Source: an optimization exercise on an open RTL-to-GDS flow (aim: small area, a short achievable clock period and few clock cycles per item). Production flows keep margins and buffers that such runs may drop.
In this exercise RTL edits were held to simulation tests only and were not proved equivalent to the original.

### flow/config.mk
export PLATFORM = sky130hd
export DESIGN_NAME = bitonic_sort_index_sequencer_core
export DESIGN_NICKNAME = bitonic_sort_index_sequencer_core
export VERILOG_FILES = /design/flow/design.v
export SDC_FILE = /design/flow/constraint.sdc
export NUM_CORES = 4
export LEC_CHECK = 0
export CAP_MARGIN = 20
export CORE_MARGIN = 2
export CORE_UTILIZATION = 40
export SLEW_MARGIN = 20
### flow/constraint.sdc
create_clock -name core_clock -period 8.0 [get_ports {clk_i}]
set_input_delay 1.6000 -clock core_clock [delete_from_list [all_inputs] [get_ports {clk_i}]]
set_output_delay 1.6000 -clock core_clock [all_outputs]
set_load 0.01 [all_outputs]
### flow/design.v
package bsis_pkg;
  localparam int unsigned LW   = 5;    
  localparam int unsigned STW  = 7;    
  localparam int unsigned CHW  = 24;   
  localparam int unsigned PW   = 31;   
  localparam int unsigned TW   = 32;   
  localparam int unsigned IDXW = 16;   
  localparam int unsigned PC_W = 4;
  localparam logic REG_LOG_SIZE    = 1'b0;
  localparam logic REG_STEP_LENGTH = 1'b1;
  typedef logic [PC_W-1:0] pc_t;
  localparam pc_t PC_IDLE       = 4'd0;
  localparam pc_t PC_MUL        = 4'd1;
  localparam pc_t PC_CHECK      = 4'd2;
  localparam pc_t PC_SEEK_INIT  = 4'd3;
  localparam pc_t PC_SORT       = 4'd4;
  localparam pc_t PC_MERGE_INIT = 4'd5;
  localparam pc_t PC_MERGE_A    = 4'd6;
  localparam pc_t PC_MERGE_B    = 4'd7;
  localparam pc_t PC_FINISH     = 4'd8;
  localparam pc_t PC_EMIT       = 4'd9;
  localparam pc_t PC_END        = 4'd10;
  typedef logic [3:0] dp_op_e;
  localparam dp_op_e OP_NOP = 0;
  localparam dp_op_e OP_CAPTURE = 1;
  localparam dp_op_e OP_MUL = 2;
  localparam dp_op_e OP_SEEK_INIT = 3;
  localparam dp_op_e OP_SORT_STEP = 4;
  localparam dp_op_e OP_MERGE_INIT = 5;
  localparam dp_op_e OP_MERGE_A = 6;
  localparam dp_op_e OP_MERGE_B = 7;
  localparam dp_op_e OP_SEEK_END = 8;
  localparam dp_op_e OP_EMIT = 9;
  localparam dp_op_e OP_END = 10;
  typedef logic [2:0] jump_cond_e;
  localparam jump_cond_e C_NEVER = 0;
  localparam jump_cond_e C_ALWAYS = 1;
  localparam jump_cond_e C_NO_ITEM = 2;
  localparam jump_cond_e C_SKIP_SEEK = 3;
  localparam jump_cond_e C_SORT_MORE = 4;
  localparam jump_cond_e C_MERGE_DONE = 5;
  localparam jump_cond_e C_EMIT_MORE = 6;
  typedef struct packed {
    dp_op_e     op;
    jump_cond_e cond;
    pc_t        target;
  } uword_t;
  typedef struct packed {
    logic skip_seek;
    logic sort_more;
    logic merge_done;
    logic last;
  } dp_status_t;
  function automatic logic [TW-1:0] sort_len_f(input logic [LW-1:0] s);
    logic [TW-1:0] len;
    unique case (s)
      5'd0:    len = 32'd0;
      5'd1:    len = 32'd2;
      5'd2:    len = 32'd12;
      5'd3:    len = 32'd48;
      5'd4:    len = 32'd160;
      5'd5:    len = 32'd480;
      5'd6:    len = 32'd1344;
      5'd7:    len = 32'd3584;
      5'd8:    len = 32'd9216;
      5'd9:    len = 32'd23040;
      5'd10:   len = 32'd56320;
      5'd11:   len = 32'd135168;
      5'd12:   len = 32'd319488;
      5'd13:   len = 32'd745472;
      5'd14:   len = 32'd1720320;
      5'd15:   len = 32'd3932160;
      5'd16:   len = 32'd8912896;
      5'd17:   len = 32'd20054016;
      5'd18:   len = 32'd44826624;
      5'd19:   len = 32'd99614720;
      5'd20:   len = 32'd220200960;
      default: len = 32'd0;
    endcase
    sort_len_f = len;
  endfunction
  function automatic uword_t ucode_rom(input pc_t pc);
    uword_t w;
    unique case (pc)
      PC_IDLE:       w = {OP_CAPTURE, C_NO_ITEM, PC_IDLE};
      PC_MUL:        w = {OP_MUL, C_NEVER, PC_IDLE};
      PC_CHECK:      w = {OP_NOP, C_SKIP_SEEK, PC_EMIT};
      PC_SEEK_INIT:  w = {OP_SEEK_INIT, C_NEVER, PC_IDLE};
      PC_SORT:       w = {OP_SORT_STEP, C_SORT_MORE, PC_SORT};
      PC_MERGE_INIT: w = {OP_MERGE_INIT, C_NEVER, PC_IDLE};
      PC_MERGE_A:    w = {OP_MERGE_A, C_MERGE_DONE, PC_FINISH};
      PC_MERGE_B:    w = {OP_MERGE_B, C_ALWAYS, PC_MERGE_A};
      PC_FINISH:     w = {OP_SEEK_END, C_NEVER, PC_IDLE};
      PC_EMIT:       w = {OP_EMIT, C_EMIT_MORE, PC_EMIT};
      PC_END:        w = {OP_END, C_ALWAYS, PC_IDLE};
      default:       w = {OP_NOP, C_ALWAYS, PC_IDLE};
    endcase
    ucode_rom = w;
  endfunction
endpackage
module bsis_sequencer
(
  input  logic       clk_i,
  input  logic       rst_ni,
  input  logic       in_valid_i,
  input  logic       out_stall_i,
  input  bsis_pkg::dp_status_t status_i,
  output bsis_pkg::uword_t     uword_o
);
  bsis_pkg::pc_t    pc_q, pc_d;
  bsis_pkg::uword_t uword;
  logic   take;
  assign uword   = bsis_pkg::ucode_rom(pc_q);
  assign uword_o = uword;
  always_comb begin
    unique case (uword.cond)
      bsis_pkg::C_NEVER:      take = 1'b0;
      bsis_pkg::C_ALWAYS:     take = 1'b1;
      bsis_pkg::C_NO_ITEM:    take = !in_valid_i;
      bsis_pkg::C_SKIP_SEEK:  take = status_i.skip_seek;
      bsis_pkg::C_SORT_MORE:  take = status_i.sort_more;
      bsis_pkg::C_MERGE_DONE: take = status_i.merge_done;
      bsis_pkg::C_EMIT_MORE:  take = out_stall_i || !status_i.last;
      default:      take = 1'b1;
    endcase
    pc_d = take ? uword.target : bsis_pkg::pc_t'(pc_q + 1'b1);
  end
  always_ff @(posedge clk_i or negedge rst_ni) begin
    if (!rst_ni) begin
      pc_q <= bsis_pkg::PC_IDLE;
    end else begin
      pc_q <= pc_d;
    end
  end
endmodule
module bsis_datapath
#(
  parameter int unsigned MAX_LOG_SIZE = 16,
  parameter int unsigned MAX_STEP     = 64
) (
  input  logic                              clk_i,
  input  logic                              rst_ni,
  input  bsis_pkg::uword_t                            uword_i,
  input  logic                              out_stall_i,
  input  logic                              resume_clr_i,
  input  logic [bsis_pkg::LW-1:0]                     n_i,
  input  logic [$clog2(MAX_STEP+1)-1:0]     step_i,
  input  logic [bsis_pkg::CHW-1:0]                    chunk_index_i,
  output bsis_pkg::dp_status_t                        status_o,
  output logic [bsis_pkg::IDXW-1:0]                   element_index_o,
  output logic                              past_end_o,
  output logic                              last_o
);
  localparam int unsigned AW = MAX_LOG_SIZE;
  localparam int unsigned BW = AW + 1;
  localparam int unsigned SW = $clog2(MAX_STEP + 1);
  localparam logic [BW-1:0] ONE_B = BW'(1);
  logic [bsis_pkg::CHW-1:0] chunk_q, chunk_d;
  logic [bsis_pkg::PW-1:0]  pos_q, pos_d;
  logic [bsis_pkg::TW-1:0]  total_q, total_d;
  logic [bsis_pkg::PW-1:0]  p_q, p_d;
  logic [bsis_pkg::LW-1:0]  s_q, s_d;
  logic [bsis_pkg::LW-1:0]  m_q, m_d;
  logic [BW-1:0]  b_q, b_d;
  logic [AW-1:0]  j_q, j_d;
  logic           flip_q, flip_d;
  logic           sec_q, sec_d;
  logic [SW-1:0]  k_q, k_d;
  logic [bsis_pkg::PW-1:0]  resume_q, resume_d;
  logic           resume_valid_q, resume_valid_d;
  logic [bsis_pkg::PW-1:0]  prod;
  logic [bsis_pkg::PW+1:0]  sub, sub2, p_ext;
  logic           lt_sub, lt_sub2;
  logic [bsis_pkg::PW-1:0]  span_p, half_p;
  logic [BW-1:0]  bit_s1, bit_m1;
  logic           in_range;
  logic           merge_done;
  logic [AW:0]    stage_cnt;
  logic           stage_end;
  logic [BW-1:0]  pw_s, mask_s, low_s, low2_s, base_s;
  logic           merge_end, upper_half;
  logic [bsis_pkg::LW-1:0]  ctz;
  logic [BW-1:0]  span_b, idx;
  assign prod    = bsis_pkg::PW'(chunk_q) * bsis_pkg::PW'(step_i);
  assign sub     = (bsis_pkg::PW+2)'(bsis_pkg::sort_len_f(bsis_pkg::LW'(s_q - 1'b1)));
  assign sub2    = sub << 1;
  assign p_ext   = (bsis_pkg::PW+2)'(p_q);
  assign lt_sub  = p_ext < sub;
  assign lt_sub2 = p_ext < sub2;
  assign bit_s1  = ONE_B << bsis_pkg::LW'(s_q - 1'b1);
  assign span_p     = bsis_pkg::PW'(1) << m_q;
  assign half_p     = bsis_pkg::PW'(bsis_pkg::LW'(m_q - 1'b1)) << bsis_pkg::LW'(m_q - 1'b1);
  assign bit_m1     = ONE_B << bsis_pkg::LW'(m_q - 1'b1);
  assign merge_done = (m_q <= bsis_pkg::LW'(1)) || (p_q < span_p);
  assign in_range = bsis_pkg::TW'(pos_q) < total_q;
  assign stage_cnt  = (AW+1)'(1) << bsis_pkg::LW'(m_q - 1'b1);
  assign stage_end  = ((AW+1)'(j_q) + 1'b1) == stage_cnt;
  assign pw_s       = ONE_B << s_q;
  assign mask_s     = pw_s - ONE_B;
  assign low_s      = b_q & mask_s;
  assign low2_s     = low_s + BW'(2);
  assign base_s     = b_q & ~mask_s;
  assign merge_end  = low2_s == pw_s;
  assign upper_half = |(b_q & pw_s);
  always_comb begin
    ctz = '0;
    for (int i = BW - 1; i >= 0; i--) begin
      if (low2_s[i]) begin
        ctz = bsis_pkg::LW'(i);
      end
    end
  end
  assign span_b = ONE_B << m_q;
  always_comb begin
    if (!sec_q) begin
      idx = b_q + BW'(j_q);
    end else if (flip_q) begin
      idx = b_q + span_b - ONE_B - BW'(j_q);
    end else begin
      idx = b_q + BW'(j_q) + (span_b >> 1);
    end
  end
  assign element_index_o = in_range ? bsis_pkg::IDXW'(idx) : '0;
  assign past_end_o      = !in_range;
  assign last_o          = k_q == SW'(step_i - 1'b1);
  assign status_o.skip_seek  = (resume_valid_q && (pos_q == resume_q)) || !in_range;
  assign status_o.sort_more  = (s_q > bsis_pkg::LW'(1)) && lt_sub2;
  assign status_o.merge_done = merge_done;
  assign status_o.last       = last_o;
  always_comb begin
    chunk_d        = chunk_q;
    pos_d          = pos_q;
    total_d        = total_q;
    p_d            = p_q;
    s_d            = s_q;
    m_d            = m_q;
    b_d            = b_q;
    j_d            = j_q;
    flip_d         = flip_q;
    sec_d          = sec_q;
    k_d            = k_q;
    resume_d       = resume_q;
    resume_valid_d = resume_valid_q;
    unique case (uword_i.op)
      bsis_pkg::OP_CAPTURE: begin
        chunk_d = chunk_index_i;
      end
      bsis_pkg::OP_MUL: begin
        pos_d   = prod;
        total_d = bsis_pkg::sort_len_f(n_i);
        k_d     = '0;
      end
      bsis_pkg::OP_SEEK_INIT: begin
        p_d = pos_q;
        s_d = n_i;
        b_d = '0;
      end
      bsis_pkg::OP_SORT_STEP: begin
        if (s_q > bsis_pkg::LW'(1)) begin
          if (lt_sub) begin
            s_d = bsis_pkg::LW'(s_q - 1'b1);
          end else if (lt_sub2) begin
            p_d = p_q - bsis_pkg::PW'(sub);
            b_d = b_q + bit_s1;
            s_d = bsis_pkg::LW'(s_q - 1'b1);
          end else begin
            p_d = p_q - bsis_pkg::PW'(sub2);
          end
        end
      end
      bsis_pkg::OP_MERGE_INIT: begin
        m_d    = s_q;
        flip_d = 1'b1;
      end
      bsis_pkg::OP_MERGE_A: begin
        if (!merge_done) begin
          p_d = p_q - span_p;
        end
      end
      bsis_pkg::OP_MERGE_B: begin
        if (p_q >= half_p) begin
          p_d = p_q - half_p;
          b_d = b_q + bit_m1;
        end
        m_d    = bsis_pkg::LW'(m_q - 1'b1);
        flip_d = 1'b0;
      end
      bsis_pkg::OP_SEEK_END: begin
        j_d   = p_q[AW:1];
        sec_d = p_q[0];
      end
      bsis_pkg::OP_EMIT: begin
        if (!out_stall_i) begin
          k_d   = SW'(k_q + 1'b1);
          pos_d = bsis_pkg::PW'(pos_q + 1'b1);
          if (in_range) begin
            if (!sec_q) begin
              sec_d = 1'b1;
            end else begin
              sec_d = 1'b0;
              if (!stage_end) begin
                j_d = AW'(j_q + 1'b1);
              end else begin
                j_d = '0;
                if (m_q > bsis_pkg::LW'(1)) begin
                  m_d    = bsis_pkg::LW'(m_q - 1'b1);
                  flip_d = 1'b0;
                end else if (merge_end) begin
                  flip_d = 1'b1;
                  if (!upper_half) begin
                    s_d = bsis_pkg::LW'(1);
                    m_d = bsis_pkg::LW'(1);
                    b_d = base_s + pw_s;
                  end else begin
                    s_d = bsis_pkg::LW'(s_q + 1'b1);
                    m_d = bsis_pkg::LW'(s_q + 1'b1);
                    b_d = base_s - pw_s;
                  end
                end else begin
                  m_d    = ctz;
                  b_d    = base_s + low2_s;
                  flip_d = 1'b0;
                end
              end
            end
          end
        end
      end
      bsis_pkg::OP_END: begin
        resume_d       = pos_q;
        resume_valid_d = 1'b1;
      end
      default: begin
      end
    endcase
    if (resume_clr_i) begin
      resume_valid_d = 1'b0;
    end
  end
  always_ff @(posedge clk_i) begin
    chunk_q <= chunk_d;
    pos_q   <= pos_d;
    total_q <= total_d;
    p_q     <= p_d;
  end
  always_ff @(posedge clk_i or negedge rst_ni) begin
    if (!rst_ni) begin
      s_q            <= bsis_pkg::LW'(1);
      m_q            <= bsis_pkg::LW'(1);
      b_q            <= '0;
      j_q            <= '0;
      flip_q         <= 1'b1;
      sec_q          <= 1'b0;
      k_q            <= '0;
      resume_q       <= '0;
      resume_valid_q <= 1'b1;
    end else begin
      s_q            <= s_d;
      m_q            <= m_d;
      b_q            <= b_d;
      j_q            <= j_d;
      flip_q         <= flip_d;
      sec_q          <= sec_d;
      k_q            <= k_d;
      resume_q       <= resume_d;
      resume_valid_q <= resume_valid_d;
    end
  end
endmodule
module bitonic_sort_index_sequencer_core
#(
  parameter int unsigned MAX_LOG_SIZE = 16,
  parameter int unsigned MAX_STEP     = 64
) (
  input  logic            clk_i,
  input  logic            rst_ni,
  input  logic            psel,
  input  logic            penable,
  input  logic            pwrite,
  input  logic [2:0]      paddr,
  input  logic [31:0]     pwdata,
  output logic [31:0]     prdata,
  output logic            pready,
  input  logic            in_valid_i,
  output logic            in_stall_o,
  input  logic [bsis_pkg::CHW-1:0]  chunk_index_i,
  output logic            out_valid_o,
  input  logic            out_stall_i,
  output logic [bsis_pkg::IDXW-1:0] element_index_o,
  output logic            past_end_o,
  output logic            last_o
);
  localparam int unsigned SW = $clog2(MAX_STEP + 1);
  logic [bsis_pkg::LW-1:0]  log_size_q;
  logic [bsis_pkg::STW-1:0] step_length_q;
  logic           cfg_wr;
  logic [bsis_pkg::LW-1:0]  n_eff;
  logic [SW-1:0]  step_eff;
  bsis_pkg::uword_t         uword;
  bsis_pkg::dp_status_t     status;
  assign pready = 1'b1;
  assign cfg_wr = psel && penable && pwrite;
  always_ff @(posedge clk_i or negedge rst_ni) begin
    if (!rst_ni) begin
      log_size_q    <= bsis_pkg::LW'(4);
      step_length_q <= bsis_pkg::STW'(8);
    end else if (cfg_wr) begin
      if (paddr[2] == bsis_pkg::REG_LOG_SIZE) begin
        log_size_q <= pwdata[bsis_pkg::LW-1:0];
      end else begin
        step_length_q <= pwdata[bsis_pkg::STW-1:0];
      end
    end
  end
  assign prdata = (paddr[2] == bsis_pkg::REG_STEP_LENGTH) ? 32'(step_length_q) : 32'(log_size_q);
  assign n_eff = (log_size_q > bsis_pkg::LW'(MAX_LOG_SIZE)) ? bsis_pkg::LW'(MAX_LOG_SIZE) : log_size_q;
  always_comb begin
    priority if (step_length_q == '0) begin
      step_eff = SW'(1);
    end else if (step_length_q > bsis_pkg::STW'(MAX_STEP)) begin
      step_eff = SW'(MAX_STEP);
    end else begin
      step_eff = SW'(step_length_q);
    end
  end
  assign in_stall_o  = uword.op != bsis_pkg::OP_CAPTURE;
  assign out_valid_o = uword.op == bsis_pkg::OP_EMIT;
  bsis_sequencer u_seq (
    .clk_i       (clk_i),
    .rst_ni      (rst_ni),
    .in_valid_i  (in_valid_i),
    .out_stall_i (out_stall_i),
    .status_i    (status),
    .uword_o     (uword)
  );
  bsis_datapath #(
    .MAX_LOG_SIZE (MAX_LOG_SIZE),
    .MAX_STEP     (MAX_STEP)
  ) u_dp (
    .clk_i           (clk_i),
    .rst_ni          (rst_ni),
    .uword_i         (uword),
    .out_stall_i     (out_stall_i),
    .resume_clr_i    (cfg_wr),
    .n_i             (n_eff),
    .step_i          (step_eff),
    .chunk_index_i   (chunk_index_i),
    .status_o        (status),
    .element_index_o (element_index_o),
    .past_end_o      (past_end_o),
    .last_o          (last_o)
  );
endmodule
### flow/run.sh
#!/bin/bash
# synth_recipe.tcl (not shown) runs the flow's synth.tcl, then flattens the netlist and writes it again
# the make line also repeats each setting of config.mk as NAME=value (left out here)
make -C /OpenROAD-flow-scripts/flow DESIGN_CONFIG=/design/flow/config.mk WORK_HOME=/design/flow/orfs CLKGATE_MAP_FILE= SYNTH_SCRIPT=/design/flow/synth_recipe.tcl finish
==> summary.txt <==
layer usage:
layer,vias to the layer above,GRT usage [%],routed length (um)
met5,-,0,0
met3,197,2.45,5970
met4,0,10.0,4720
li1,13700,-,-
met1,13700,33.7,44400
met2,996,43.2,47800
cells by family after synthesis:
logic type | count (synthesis) | share of synthesized area [%]
AOI/OAI and AO/OA | 963 | 20.2
xor gates and xnor gates | 331 | 9.48
adders and majority gates | 431 | 20.7
buffers and inverters | 476 | 6.22
DFF | 211 | 18.9
muxes | 93 | 3.25
other | 2 | 0.0243
and+or+nand+nor | 1347 | 21.2
worst max-delay path: cells and delay by family, from the launching register on:
kind | cells | cell delay [ns]
flops | 1 | 0.52
simple gates | 3 | 0.65
buf+inv | 1 | 0.53
fa+ha+maj | 3 | 1.09
compound gates | 12 | 2.40
xor+xnor | 2 | 0.33
flip-flops by register name, indices dropped and copies added (netlist names), 4 cells and up:
signal	flops
log_size_q	5
step_length_q	7
u_dp.b_q	17
u_dp.chunk_q	24
u_dp.j_q	16
u_dp.k_q	7
u_dp.m_q	5
u_dp.p_q	31
u_dp.pos_q	31
u_dp.resume_q	31
u_dp.s_q	5
u_dp.total_q	25
u_seq.pc_q	4
cells in the final DEF, fill, tap and decap left out, types with 53 or more instances in the layout:
master,n
inv_1,284
nor2b_1,53
buf_4,110
a21o_1,92
ha_1,299
nor3_1,94
clkdlybuf4s50_1,64
nand2b_1,62
fa_1,132
nand3_1,105
o21ai_0,233
xnor2_1,213
a21oi_1,238
nor2_1,285
mux2_2,57
nand2_1,451
dfrtp_1,94
xor2_1,115
and2_1,69
edfxtp_1,111
what timing repair did:
action,4_1_cts,5_1_grt
hold buffers,0,0
gates resized for setup,0,15
endpoints found under the setup margin,0,7
path summary, 6_finish.rpt:
kind | start | end | slack, ns | cells after the start
min | u_dp.resume_q[0] | u_dp.resume_q[0] | 0.53 | 1
max reg2reg | u_dp.s_q[0] | u_dp.b_q[16] | 0.58 | 27
max in group asynchronous | rst_ni | u_dp.s_q[1] | 5.62 | 2
max | u_dp.j_q[0] | element_index_o[15] | 0.32 | 21
min in group asynchronous | rst_ni | u_dp.resume_q[21] | 0.98 | 1
min reg2reg | u_dp.resume_q[0] | u_dp.resume_q[0] | 0.53 | 1
final cells by class:
type	instances	area share, %
Multi-Input combinational cell	3193	68.7
Sequential cell	211	17.2
Clock buffer	41	2.51
Tap cell	1030	3.79
Inverter	287	3.17
Clock inverter	11	0.335
Timing Repair Buffer	174	4.32
stage by stage:
step | setup WS (ns) | util, % | hold WS (ns)
6_report | 0.317 | 44.6 | 0.526
5_1_grt | 0.00136 | 44.6 | 0.544
4_1_cts | 0.163 | 44.5 | 0.529
3_5_place_dp | 0.392 | 43.2 | 0.516
3_3_place_gp | 0.406 | 43.2 | 0.509
2_1_floorplan | 0.000634 | - | 0.501
synthesized netlist by cell type (11+ instances only):
cell type / count
nand2_1: 451
ha_1: 299
nor2_1: 290
inv_1: 284
a21oi_1: 238
o21ai_0: 238
xnor2_1: 214
clkbuf_1: 135
fa_1: 132
xor2_1: 115
edfxtp_1: 111
nand3_1: 105
nor3_1: 97
dfrtp_1: 94
a21o_1: 93
and2_1: 69
nand2b_1: 62
nor2b_1: 59
mux2_2: 57
a211oi_1: 38
nand4_1: 38
o211ai_1: 36
mux2i_1: 35
a31oi_1: 33
o21a_1: 32
or3_1: 32
and3_1: 31
nor4_1: 30
buf_4: 28
a22oi_1: 24
o21bai_1: 24
o22ai_1: 17
or2_2: 17
o31ai_1: 15
a222oi_1: 14
o41ai_1: 14
a21boi_0: 13
a32oi_1: 13
buf_1: 13
a221oi_1: 12
and4_1: 11
buf_2: 11
==> out/qor.csv <==
metric,value,unit
clock latency on the worst-skew pair,0.62,ns
Avg Inst Size Synth,8.01,sq um
ys async rst share,47.4,%
critical path cell sequence,ha_1 > fa_1 > a21o_1 > a21oi_1 > o21bai_1 > a21oi_1 > o21bai_1 > a21oi_1 > nor2b_1 > o21a_1 > o41ai_1 > xnor2_1 > ha_1 > a21oi_1 > o21ai_0 > a21o_1 > a21oi_1 > xnor2_1 > or4_1 > nand3_1 > clkdlybuf4s50_1,
vias,28600,
status,"complete, no violations",
Filler cells,7595,
gr usage total,25.6,%
initial antenna violation count,0,
Hold Fails Final Rpt,0,
Die ar.,79400,sq um
DRT iter0 DRCs,2526,
CP most frequent cell,a21oi_1,
maxcap violations,0,
I/O Pins,119,
chip height,282,um
largest net degree at the start of global routing,66,
actual slew at the worst max-slew pin,1.21,ns
detailed placer's ending HPWL,81500,um
DRC,0,
CTS tree,built,
multi-input logic area,23300,sq um
"Remaining Overflow, GRT",0,
placed cell count,4895,
clock buffer depth,3,
clock-pin slew on the worst setup and hold paths,0.06,ns
min cycle time layout,7.68,ns
routed len/inst,20.8,um
worst path required time,6.40,ns
critical path data arrival time,6.08,ns
post-synthesis sequential area ratio,18.9,%
"EDFF count, synth",111,
FP Rows,101,
layout cells sized above 1,7.40,%
post-synth top area share,12.1,%
maximum clock frequency,130,MHz
WL final,103000,um
Crit. End Element,primary output,
Crit Path Class,reg2out,
post-route cell area,34000,sq um
die width,282,um
core area,76200,sq um
setup tns final,0,ns
clock sinks,211,
CTS Root Cell,clkbuf_16,
worst hold path class,reg2reg,
ANT nets after route,0,
Post-Synthesis Cells,3854,
Starting Density,40.5,%
final setup vio count,0,
GPL Wtd Cong,0.995,
Slew headroom,18.4,%
vias in the first global route,27400,
post-CTS setup buffer count,0,
Crit Path Max Fanout,10,
routed vias/inst,5.79,
Cell variety after synth,104,
RSZ-0062 raised after global routing,false,
Tcrit/Tclk final,96.0,%
fin cells,4947,
Slew Limit Fails,0,
Storage cell area,5840,sq um
"Area growth, synth to finish",10.1,%
largest cells by area after synthesis,"ha_1 12%, edfxtp_1 11%, fa_1 8.6%",
Yosys warning total,3,
# H-tree levels,1,
Final nets,4392,
dpl cell area,32900,sq um
Worst Setup Start Kind,flip-flop,
Yosys reg bits,211,
top_reg_cell synth,edfxtp_1,
Synth area leader,ha_1,
IO Port Bufs,65,
drt pass-1 iters,7,
Mapped Area,30900,sq um
Crit path largest cell delay,0.53,ns
first-pass GRT wire length,159000,um
CTS Buf Count,28,
slowest CP cell,clkdlybuf4s50_1,
worst clock skew,0.0561,ns
ant diodes,0,
Testbench counts, summed over its fixed seeds: cycles 156,811, items 135,995.

[separate check: timing with driven ports]
Ports are ideal in the flow. The routed layout listed here was re-timed in OpenROAD. Step 1: set_driving_cell puts a clkbuf_16 on clk_i and a buf_2 on each other input, an assumption about the parent block. Step 2, shift: input delay + t, output delay - t, t = (earliest + latest rising clock arrival at the registers) / 2. This alone moves slack from input paths to output paths. Slacks: no drivers / after step 1 / after step 2; pairs: no drivers / after step 1.
t (ns): 0.649
slack for setup (ns): 0.317 / 0.257 / 0.576
slew at the worst register clock pin (ns): 0.07 / 0.07
pins driven straight from the clock port: 1
After both steps this run still meets setup and hold. For this run, drivers alone change the setup slack by -0.060 ns; drivers and shift together by +0.259 ns.
